What follows belongs to an exercise in optimizing a design on an open flow for small area, a short achievable clock period and few clock cycles per item; a production flow would make more cautious choices.
For this run, only the layout was checked, not whether the RTL still works.

==> flow/design.v <==
package fbg_pkg;
	localparam int MaxDim = 4096;
	localparam int DimW = 13;
	localparam int CoordW = 12;
	localparam int ColorW = 24;
	localparam int ChanW = 8;
	localparam int NumChan = 3;
	localparam int SideW = 20;
	localparam int NumW = 32;
	localparam int AreaW = 25;
	localparam int NumCells = ChanW;
	localparam int BeatW = NumChan * NumW + NumW + NumChan * ChanW;
	typedef enum logic [2:0] {
		REG_WIDTH = 3'd0,
		REG_HEIGHT = 3'd1,
		REG_TOP_LEFT = 3'd2,
		REG_TOP_RIGHT = 3'd3,
		REG_BOTTOM_LEFT = 3'd4,
		REG_BOTTOM_RIGHT = 3'd5
	} reg_index_t;
	typedef struct packed {
		logic [NumChan-1:0][NumW-1:0] rem;
		logic [NumW-1:0] dv;
		logic [NumChan-1:0][ChanW-1:0] quo;
	} div_beat_t;
endpackage
module fbg_div_cell (
	input  logic      clk,
	input  logic      arst_n,
	input  logic      en,
	input  logic      vld_i,
	input  fbg_pkg::div_beat_t beat_i,
	output logic      vld_o,
	output fbg_pkg::div_beat_t beat_o
);
	logic      vld_q;
	fbg_pkg::div_beat_t beat_q;
	fbg_pkg::div_beat_t beat_n;
	always_comb begin
		beat_n.dv = beat_i.dv >> 1;
		for (int c = 0; c < fbg_pkg::NumChan; c++) begin
			if (beat_i.rem[c] >= beat_i.dv) begin
				beat_n.rem[c] = beat_i.rem[c] - beat_i.dv;
				beat_n.quo[c] = {beat_i.quo[c][fbg_pkg::ChanW-2:0], 1'b1};
			end else begin
				beat_n.rem[c] = beat_i.rem[c];
				beat_n.quo[c] = {beat_i.quo[c][fbg_pkg::ChanW-2:0], 1'b0};
			end
		end
	end
	always_ff @(posedge clk or negedge arst_n) begin
		if (!arst_n) begin
			vld_q <= 1'b0;
		end else if (en) begin
			vld_q <= vld_i;
		end
	end
	always_ff @(posedge clk) begin
		if (en) begin
			beat_q <= beat_n;
		end
	end
	assign vld_o = vld_q;
	assign beat_o = beat_q;
endmodule
module four_corner_bilinear_gradient_unit (
	input  logic              clk,
	input  logic              arst_n,
	input  logic              cfg_we,
	input  logic [2:0]        cfg_index,
	input  logic [fbg_pkg::ColorW-1:0] cfg_data,
	input  logic              in_valid,
	output logic              in_stall,
	input  logic [fbg_pkg::CoordW-1:0] pixel_x,
	input  logic [fbg_pkg::CoordW-1:0] pixel_y,
	output logic              out_valid,
	input  logic              out_stall,
	output logic [fbg_pkg::ChanW-1:0]  red,
	output logic [fbg_pkg::ChanW-1:0]  green,
	output logic [fbg_pkg::ChanW-1:0]  blue
);
	logic [fbg_pkg::DimW-1:0] width_q, height_q;
	logic [fbg_pkg::ColorW-1:0] tl_q, tr_q, bl_q, br_q;
	logic [fbg_pkg::DimW-1:0] wc, hc, xc, yc;
	logic en;
	logic vld_s1, vld_s2, vld_s3;
	logic [fbg_pkg::DimW-1:0] x_s1, y_s1, wx_s1, hy_s1;
	logic [fbg_pkg::AreaW-1:0] area_s1;
	logic [fbg_pkg::AreaW-1:0] area_s2, area_s3;
	logic [fbg_pkg::DimW-1:0] x_s2, wx_s2;
	logic [fbg_pkg::NumChan-1:0][fbg_pkg::SideW-1:0] left_s2, right_s2;
	logic [fbg_pkg::NumChan-1:0][fbg_pkg::NumW-1:0] num_s3;
	logic [fbg_pkg::NumCells:0] cvld;
	logic [fbg_pkg::NumCells:0][fbg_pkg::BeatW-1:0] cbeat;
	fbg_pkg::div_beat_t beat_first, beat_last;
	always_ff @(posedge clk or negedge arst_n) begin
		if (!arst_n) begin
			width_q <= fbg_pkg::DimW'(1024);
			height_q <= fbg_pkg::DimW'(768);
			tl_q <= '0;
			tr_q <= '0;
			bl_q <= '0;
			br_q <= '0;
		end else if (cfg_we) begin
			unique case (cfg_index)
				fbg_pkg::REG_WIDTH: width_q <= cfg_data[fbg_pkg::DimW-1:0];
				fbg_pkg::REG_HEIGHT: height_q <= cfg_data[fbg_pkg::DimW-1:0];
				fbg_pkg::REG_TOP_LEFT: tl_q <= cfg_data;
				fbg_pkg::REG_TOP_RIGHT: tr_q <= cfg_data;
				fbg_pkg::REG_BOTTOM_LEFT: bl_q <= cfg_data;
				fbg_pkg::REG_BOTTOM_RIGHT: br_q <= cfg_data;
				default: ;
			endcase
		end
	end
	always_comb begin
		priority if (width_q == '0) wc = fbg_pkg::DimW'(1);
		else if (width_q > fbg_pkg::DimW'(fbg_pkg::MaxDim)) wc = fbg_pkg::DimW'(fbg_pkg::MaxDim);
		else wc = width_q;
		priority if (height_q == '0) hc = fbg_pkg::DimW'(1);
		else if (height_q > fbg_pkg::DimW'(fbg_pkg::MaxDim)) hc = fbg_pkg::DimW'(fbg_pkg::MaxDim);
		else hc = height_q;
		xc = ({1'b0, pixel_x} > wc - fbg_pkg::DimW'(1)) ? wc - fbg_pkg::DimW'(1) : {1'b0, pixel_x};
		yc = ({1'b0, pixel_y} > hc - fbg_pkg::DimW'(1)) ? hc - fbg_pkg::DimW'(1) : {1'b0, pixel_y};
	end
	assign en = !(out_valid && out_stall);
	assign in_stall = !en;
	always_ff @(posedge clk or negedge arst_n) begin
		if (!arst_n) begin
			vld_s1 <= 1'b0;
			vld_s2 <= 1'b0;
			vld_s3 <= 1'b0;
		end else if (en) begin
			vld_s1 <= in_valid;
			vld_s2 <= vld_s1;
			vld_s3 <= vld_s2;
		end
	end
	always_ff @(posedge clk) begin
		if (en) begin
			x_s1 <= xc;
			y_s1 <= yc;
			wx_s1 <= wc - xc;
			hy_s1 <= hc - yc;
			area_s1 <= fbg_pkg::AreaW'(wc) * fbg_pkg::AreaW'(hc);
			area_s2 <= area_s1;
			x_s2 <= x_s1;
			wx_s2 <= wx_s1;
			for (int c = 0; c < fbg_pkg::NumChan; c++) begin
				left_s2[c] <= fbg_pkg::SideW'(hy_s1) * fbg_pkg::SideW'(bl_q[c*fbg_pkg::ChanW +: fbg_pkg::ChanW])
					+ fbg_pkg::SideW'(y_s1) * fbg_pkg::SideW'(tl_q[c*fbg_pkg::ChanW +: fbg_pkg::ChanW]);
				right_s2[c] <= fbg_pkg::SideW'(hy_s1) * fbg_pkg::SideW'(br_q[c*fbg_pkg::ChanW +: fbg_pkg::ChanW])
					+ fbg_pkg::SideW'(y_s1) * fbg_pkg::SideW'(tr_q[c*fbg_pkg::ChanW +: fbg_pkg::ChanW]);
				num_s3[c] <= fbg_pkg::NumW'(wx_s2) * fbg_pkg::NumW'(left_s2[c])
					+ fbg_pkg::NumW'(x_s2) * fbg_pkg::NumW'(right_s2[c]);
			end
			area_s3 <= area_s2;
		end
	end
	assign cvld[0] = vld_s3;
	always_comb begin
		beat_first.rem = num_s3;
		beat_first.dv = fbg_pkg::NumW'({area_s3, 7'b0});
		beat_first.quo = '0;
	end
	assign cbeat[0] = beat_first;
	assign beat_last = cbeat[fbg_pkg::NumCells];
	for (genvar k = 0; k < fbg_pkg::NumCells; k++) begin : g_cell
		fbg_div_cell u_cell (
			.clk    (clk),
			.arst_n (arst_n),
			.en     (en),
			.vld_i  (cvld[k]),
			.beat_i (cbeat[k]),
			.vld_o  (cvld[k+1]),
			.beat_o (cbeat[k+1])
		);
	end
	assign out_valid = cvld[fbg_pkg::NumCells];
	assign red = beat_last.quo[2];
	assign green = beat_last.quo[1];
	assign blue = beat_last.quo[0];
endmodule
==> flow/run.sh <==
#!/bin/bash
# synth_recipe.tcl (not shown) runs the flow's synth.tcl, then flattens the netlist and writes it again
# the make line also repeats each setting of config.mk as NAME=value (left out here)
make -C /OpenROAD-flow-scripts/flow DESIGN_CONFIG=/design/flow/config.mk WORK_HOME=/design/flow/orfs CLKGATE_MAP_FILE= SYNTH_SCRIPT=/design/flow/synth_recipe.tcl finish
==> flow/config.mk <==
export PLATFORM = sky130hd
export DESIGN_NAME = four_corner_bilinear_gradient_unit
export DESIGN_NICKNAME = four_corner_bilinear_gradient_unit
export VERILOG_FILES = /design/flow/design.v
export SDC_FILE = /design/flow/constraint.sdc
export NUM_CORES = 4
export LEC_CHECK = 0
export CAP_MARGIN = 20
export CORE_MARGIN = 2
export CORE_UTILIZATION = 40
export SLEW_MARGIN = 20
==> flow/constraint.sdc <==
create_clock -name core_clock -period 9.0 [get_ports {clk}]
set_input_delay 1.8000 -clock core_clock [delete_from_list [all_inputs] [get_ports {clk}]]
set_output_delay 1.8000 -clock core_clock [all_outputs]
set_load 0.01 [all_outputs]
==> qor.yml <==
status:
  status: "no timing/DRC/antenna violations"
finish:
  instances_no_fill: 23211
  area_growth_syn_to_layout_pct: 7.677
  layout_commonest_cell: "inv_1"
  nNetsFinal: 21342
  drive_above_1_share: 0.05113
  layout_common_cells: "inv_1, fa_1, nand2_1, ha_1, edfxtp_1"
detailed_routing:
  wl_per_cell_um: 21.14
  drtPass1Iterations: 6
  routed_wl_um: 490600
  ant_nets: 0
  vias: 121342
  drc: 0
  vias_per_cell: 5.228
  drt_iter0_markers: 8721
global_routing:
  grt_remaining_overflow: 0
  antenna_found_initial: 10
  grt_max_degree: 158
  grt_pass1_wl_um: 755900
  grt_pass1_vias: 124367
  grt.total_usage: 0.2235
timing:
  slew_viol_final: 0
  period_needed_ns: 7.989
  timing.hold.ws_ns: 0.4010
  fin_tns_setup_ns: 0
  finClkSkew_ns: 0.1087
  max_freq_ghz: 0.1252
  final-setup-viol-count: 0
  rsz0062_at_grt: "no"
  timing.final.crit_share: 0.8877
  tightestPinTransition_ns: 1.195
  hold_violations: 0
  slew_headroom: 0.2020
placed_design:
  place_congestion: 0.9229
  io_buffers: 81
  dp.final_hpwl_um: 399300
  place_inst: 22871
synth:
  synth.area.top_cells: "fa_1, edfxtp_1, ha_1"
  async_flop_share: 0.09128
  synth_edf_count: 1324
  synth_top_family_by_area: "adder cells"
  ys_ff_latch: 1457
  synth_top_area_share: 0.2834
  ys_types: 101
  synth_compound_area_frac: 0.08233
  syn_area_per_cell_um2: 9.939
  synthAdderAreaFrac: 0.3909
  syn-cell-area_um2: 174300
  synth_area_leader_cell: "fa_1"
  synthSimpleGateAreaFrac: 0.1374
  netlist_instances: 17541
  ys_seq_area_frac: 0.2472
  ys.flop_type: "edfxtp_1"
  yosys_warnings: 2
  synthXorXnorAreaFrac: 0.04029
  yosys-mux-area-fraction: 0.02059
worst_setup_path:
  end_kind: "register"
  crit_type: "reg2reg"
  required_ns: 9.66
  critPathLaunchType: "register"
  cp_max_fo: 28
  crit_arrival_ns: 8.65
clocking:
  cts_sinks: 1457
  htreeDepth: 4
  cts_tree: "yes"
  cts_setup_buffers: 0
  postCtsResizedCells: 0
  cts_hold_buf: 0
  clock_latency_ns: 0.91
  path_clk_slew_ns: 0.07
  numCtsBuffers: 178
  cts-root-buf: "clkbuf_16"
  clk_path_buf_depth: 4
min_path:
  min_path_type: "reg2reg"
floorplan:
  core_area_um2: 434200
  die-height_um: 664.2
  die_area_um2: 441100
  die_w_um: 664.2
  ios: 82
  core.rowCount: 242
  start_util: 0.4015
flow_run:
  cap_violations: 0
## cell usage after synthesis, drive strengths merged, types with 27 or more instances
master / instances
nand4: 70
xnor2: 581
or2: 33
and3: 69
a211o: 27
and2: 1301
nor4: 37
nor2b: 108
fa: 2468
nor2: 649
nand2b: 106
o211ai: 37
inv: 3061
dfrtp: 130
or3: 59
a211oi: 51
a21o: 356
ha: 1498
clkbuf: 634
o21ai: 493
buf: 52
o21bai: 72
o21a: 108
a21oi: 752
a31oi: 69
edfxtp: 1324
a21boi: 45
nand2: 2147
xor2: 221
mux2: 290
nand3: 141
o31ai: 57
nor3: 154
## cells by family after synthesis
family                   after synthesis
buffers and inverters               3754
AND/OR/NAND/NOR                     4973
AO/OA/AOI/OAI                       2272
flip-flops                          1457
adder cells (fa/ha/maj)             3966
other                                  1
XOR/XNOR                             802
multiplexers                         316
## path summary, 6_finish.rpt
kind | depth (start not counted) | startpoint | to | slack (ns)
max in group asynchronous | 2 | arst_n | width_q[12] | 6.61
worst min-delay path | 0 | g_cell[0].u_cell.beat_q[0] | g_cell[1].u_cell.beat_q[1] | 0.40
worst max register to register | 25 | wx_s2[3] | num_s3[62] | 1.01
worst max-delay path | 25 | wx_s2[3] | num_s3[62] | 1.01
min in group asynchronous | 1 | arst_n | g_cell[6].u_cell.vld_q | 0.93
worst min register to register | 0 | g_cell[0].u_cell.beat_q[0] | g_cell[1].u_cell.beat_q[1] | 0.40
## critical path, stage by stage, from the launching register on
cell      delay [ns]
edfxtp_1        0.96
buf_4           0.32
buf_4           0.40
and2_1          0.22
fa_1            0.45
fa_1            0.52
fa_1            0.55
inv_1           0.06
fa_1            0.50
inv_1           0.05
fa_1            0.49
fa_1            0.49
inv_1           0.05
fa_1            0.47
inv_1           0.04
ha_1            0.32
nand2_1         0.14
nor2_1          0.07
and2_1          0.17
a221o_1         0.35
o311a_1         0.39
nor2_1          0.11
a31oi_1         0.15
a21bo_2         0.25
a21oi_1         0.17
xnor2_1         0.08
## state kept, by name (all words and copies together) (netlist names), 25 cells and up
| name | cells |
|---|---|
| right_s2 | 60 |
| area_s2 | 25 |
| left_s2 | 60 |
| area_s1 | 25 |
| area_s3 | 25 |
| num_s3 | 96 |
| g_cell.u_cell.beat_q | 955 |
## metal layers
metal / vias up / track usage / share of wire
li1: 55833 / - / -
met1: 61302 / 0.2844 / 0.41
met2: 3412 / 0.3793 / 0.48
met3: 787 / 0.02369 / 0.049
met4: 8 / 0.1111 / 0.061
met5: - / 0 / 0.00073
## final cells by class
cell class,instances,area (um2)
Tap cell,5734,7174
Multi-Input combinational cell,12331,117300
Clock buffer,209,4716
Clock inverter,117,1244
Inverter,3068,11520
Sequential cell,1457,43090
Antenna cell,11,27.53
Timing Repair Buffer,284,2696
Fill cell,42015,246500
## per-stage QoR
stage | utilization | setup WS (ns) | cell area (um2)
2_1_floorplan | - | 1.243 | 174400
3_3_place_gp | 0.4184 | 1.100 | 181700
3_5_place_dp | 0.4184 | 1.059 | 181700
4_1_cts | 0.4321 | 1.059 | 187600
5_1_grt | 0.4323 | 0.5905 | 187700
6_report | 0.4323 | 1.011 | 187700

[static timing again, ports no longer ideal]
The results above use ideal ports. As a check the final layout listed here was re-extracted and re-timed, cells and wires unchanged.
Step 1 sets driving cells, clkbuf_16 on the clock port and buf_2 on the other inputs (assumed; they add their load-dependent delay and slew).
Step 2 adds t to the input delays and takes it off the output delays; t is the mean of the earliest and latest rising clock arrival at the registers after step 1. Input paths then give back, and output paths get back, about the clock's delay inside the block.
Three values: no drivers, after step 1, after step 2; two values: the first two.
shift t [ns]: 0.976
slack for setup (ns): 1.011 / 1.011 / 1.011
slew at the worst register clock pin (ns): 0.08 / 0.08
After both steps setup and hold are still met in this run. The setup slack of this run moves by 0.000 ns with the drivers and by 0.000 ns with both steps.
